This is an optimization exercise on Yosys and OpenROAD, whose aim is small area, not a production implementation. The RTL was checked by simulation tests, not by an equivalence proof against the original design. Power figures rest on the tool's default switching activity, not on a simulated workload.

## eth_prbs_top
module eth_prbs_top (
	input logic clock,
	input logic reset,
	input logic start,
	input frame_pkg::mac_t dest_mac,
	input frame_pkg::mac_t src_mac,
	input frame_pkg::ether_type_t ether_type,
	output logic tvalid,
	input logic tready,
	output frame_pkg::beat_t tdata,
	output frame_pkg::keep_t tkeep,
	output logic tlast,
	output logic busy,
	input logic rx_valid,
	input frame_pkg::beat_t rx_data,
	input frame_pkg::keep_t rx_keep,
	input logic rx_last,
	output frame_pkg::mac_t rx_dest_mac,
	output frame_pkg::mac_t rx_src_mac,
	output frame_pkg::ether_type_t rx_ether_type,
	output logic header_valid,
	output logic frame_done,
	output logic frame_error,
	output logic [15:0] error_count
);
For scale: roughly 1,200 cells after synthesis, roughly 340 I/O pins, ~15,000 um^2 of cells after synthesis.
==> flow/config.mk <==
export PLATFORM = sky130hd
export DESIGN_NAME = eth_prbs_top
export DESIGN_NICKNAME = eth_prbs_top
export VERILOG_FILES = /design/flow/design.v
export SDC_FILE = /design/flow/constraint.sdc
export NUM_CORES = 4
export LEC_CHECK = 0
export CAP_MARGIN = 20
export CELL_PAD_IN_SITES_DETAIL_PLACEMENT = 1
export CELL_PAD_IN_SITES_GLOBAL_PLACEMENT = 1
export CORE_MARGIN = 2
export CORE_UTILIZATION = 50
export PLACE_DENSITY = 0.72
export SLEW_MARGIN = 20
==> flow/constraint.sdc <==
create_clock -name core_clock -period 9.0 [get_ports {clock}]
set_input_delay 1.8000 -clock core_clock [delete_from_list [all_inputs] [get_ports {clock}]]
set_output_delay 1.8000 -clock core_clock [all_outputs]
set_load 0.01 [all_outputs]
standard.sh (not shown) runs the stock make flow with config.mk's settings and CLKGATE_MAP_FILE= SYNTH_SCRIPT=/design/flow/synth_recipe.tcl, a recipe that flattens the netlist after the stock synthesis.
==> flow/flow/run.sh <==
#!/bin/bash
# Standard layout with three changes:
#  - synthesis maps logic with an area-oriented ABC script (flow/area.abc) instead of ORFS's
#    speed script; everything else in the synthesis is the standard script, so the
#    registers are the same;
#  - port buffers use the smallest buffer cell;
#  - the clock tree uses smaller buffers and no dummy loads.
set -euo pipefail
W=$PWD
# ORFS's synth.tcl with the ABC script swapped after the preamble sets it
sed "s|^source \$::env(SCRIPTS_DIR)/synth_preamble.tcl\$|&\nset abc_args [lreplace \$abc_args 1 1 $W/flow/area.abc]|" \
  "$FLOW_HOME/scripts/synth.tcl" > "$W/synth_orfs_area.tcl"
grep -q "area.abc" "$W/synth_orfs_area.tcl"
# The standard flow's synthesis wrapper, sourcing that copy
sed "s|\$::env(SCRIPTS_DIR)/synth.tcl|$W/synth_orfs_area.tcl|" "$W/synth_recipe.tcl" > "$W/synth_area.tcl"
grep -q "synth_orfs_area.tcl" "$W/synth_area.tcl"
bash standard.sh \
  SYNTH_SCRIPT="$W/synth_area.tcl" \
  BUFFER_PORTS_ARGS="-buffer_cell sky130_fd_sc_hd__buf_1" \
  CTS_ARGS="-sink_clustering_enable -repair_clock_nets -dont_use_dummy_load -buf_list {sky130_fd_sc_hd__clkbuf_4 sky130_fd_sc_hd__clkbuf_8} -sink_clustering_buffer sky130_fd_sc_hd__clkbuf_4 -sink_clustering_size 12 -sink_clustering_max_diameter 40" \
  finish > standard_make.log 2>&1
==> flow/flow/area.abc <==
strash
dc2
dch -f
map -a
amap
strash
dch -f
map -a
amap
topo
Change:
--- a/flow/flow/run.sh
+++ b/flow/flow/run.sh
@@ -18,4 +18,4 @@
   SYNTH_SCRIPT="$W/synth_area.tcl" \
   BUFFER_PORTS_ARGS="-buffer_cell sky130_fd_sc_hd__buf_1" \
-  CTS_ARGS="-sink_clustering_enable -repair_clock_nets -dont_use_dummy_load -buf_list {sky130_fd_sc_hd__clkbuf_4 sky130_fd_sc_hd__clkbuf_8} -sink_clustering_buffer sky130_fd_sc_hd__clkbuf_4 -sink_clustering_size 12 -sink_clustering_max_diameter 40" \
+  CTS_ARGS="-sink_clustering_enable -repair_clock_nets -dont_use_dummy_load -buf_list {sky130_fd_sc_hd__clkbuf_4 sky130_fd_sc_hd__clkbuf_8} -sink_clustering_size 18 -sink_clustering_max_diameter 50" \
   finish > standard_make.log 2>&1
==> flow/flow/area.abc (replaced) <==
strash
dc2
dch -f
map -a
amap
topo
- CELL_PAD_IN_SITES_DETAIL_PLACEMENT: 1 -> default
- CELL_PAD_IN_SITES_GLOBAL_PLACEMENT: 1 -> default
- PLACE_DENSITY: 0.72 -> default
Design area climbs by 0.79%.
Core utilization climbs by 0.46 points.
Sequential share of layout area drops by 0.44 points.
Register-to-register slack improves by 0.03 ns.
Critical path depth climbs by 1.
Change:
--- a/flow/flow/run.sh
+++ b/flow/flow/run.sh
@@ -18,4 +18,4 @@
   SYNTH_SCRIPT="$W/synth_area.tcl" \
   BUFFER_PORTS_ARGS="-buffer_cell sky130_fd_sc_hd__buf_1" \
-  CTS_ARGS="-sink_clustering_enable -repair_clock_nets -dont_use_dummy_load -buf_list {sky130_fd_sc_hd__clkbuf_4 sky130_fd_sc_hd__clkbuf_8} -sink_clustering_size 18 -sink_clustering_max_diameter 50" \
+  CTS_ARGS="-sink_clustering_enable -repair_clock_nets -dont_use_dummy_load -buf_list {sky130_fd_sc_hd__clkbuf_4 sky130_fd_sc_hd__clkbuf_8} -sink_clustering_buffer sky130_fd_sc_hd__clkbuf_4 -sink_clustering_size 10 -sink_clustering_max_diameter 35" \
   finish > standard_make.log 2>&1
- CELL_PAD_IN_SITES_DETAIL_PLACEMENT: default -> 1
- CELL_PAD_IN_SITES_GLOBAL_PLACEMENT: default -> 1
- PLACE_DENSITY: default -> 0.72
After rerunning: The changed run passed the timing, design-rule and antenna checks. Fmax shrinks by 1.9%. Power grows by about 1.4%. Setup slack got worse by 0.14 ns. Design area barely changes. Critical path depth shrinks by 1. Clock-buffer cell count grows by 19. Wire length grows by 17%. Flip-flop and latch count does not change. Utilization shrinks by 0.13 points. Combinational power grows by about 7%. Sequential power hardly moves.

[port drivers added, routing unchanged]
The flow's constraints put no driver on any port. The routed layouts listed below were extracted and timed again, unchanged, in two steps. Step 1 assumes that a clkbuf_16 drives the clock port and a buf_2 every other input. Step 2 times the ports against the registers' clock, not the clock port: input delays grow and output delays shrink by t, the midpoint of the rising clock arrivals with the driver on. a / b / c = no drivers / after step 1 / after step 2; a / b = the first two.
run	t (ns)	setup slack, ns	clock arrival spread, ns	worst register clock-pin slew, ns
the first run	0.599	1.413 / 1.438 / 0.840	0.079 / 0.079	0.12 / 0.12
the second run	0.570	1.462 / 1.488 / 0.918	0.100 / 0.100	0.11 / 0.11
the third run	0.594	1.320 / 1.334 / 0.741	0.086 / 0.085	0.11 / 0.11
After both steps setup and hold are still met in every run listed. The setup slack of the third run, which loses most, moves by +0.014 ns with the drivers and by -0.579 ns with both steps.
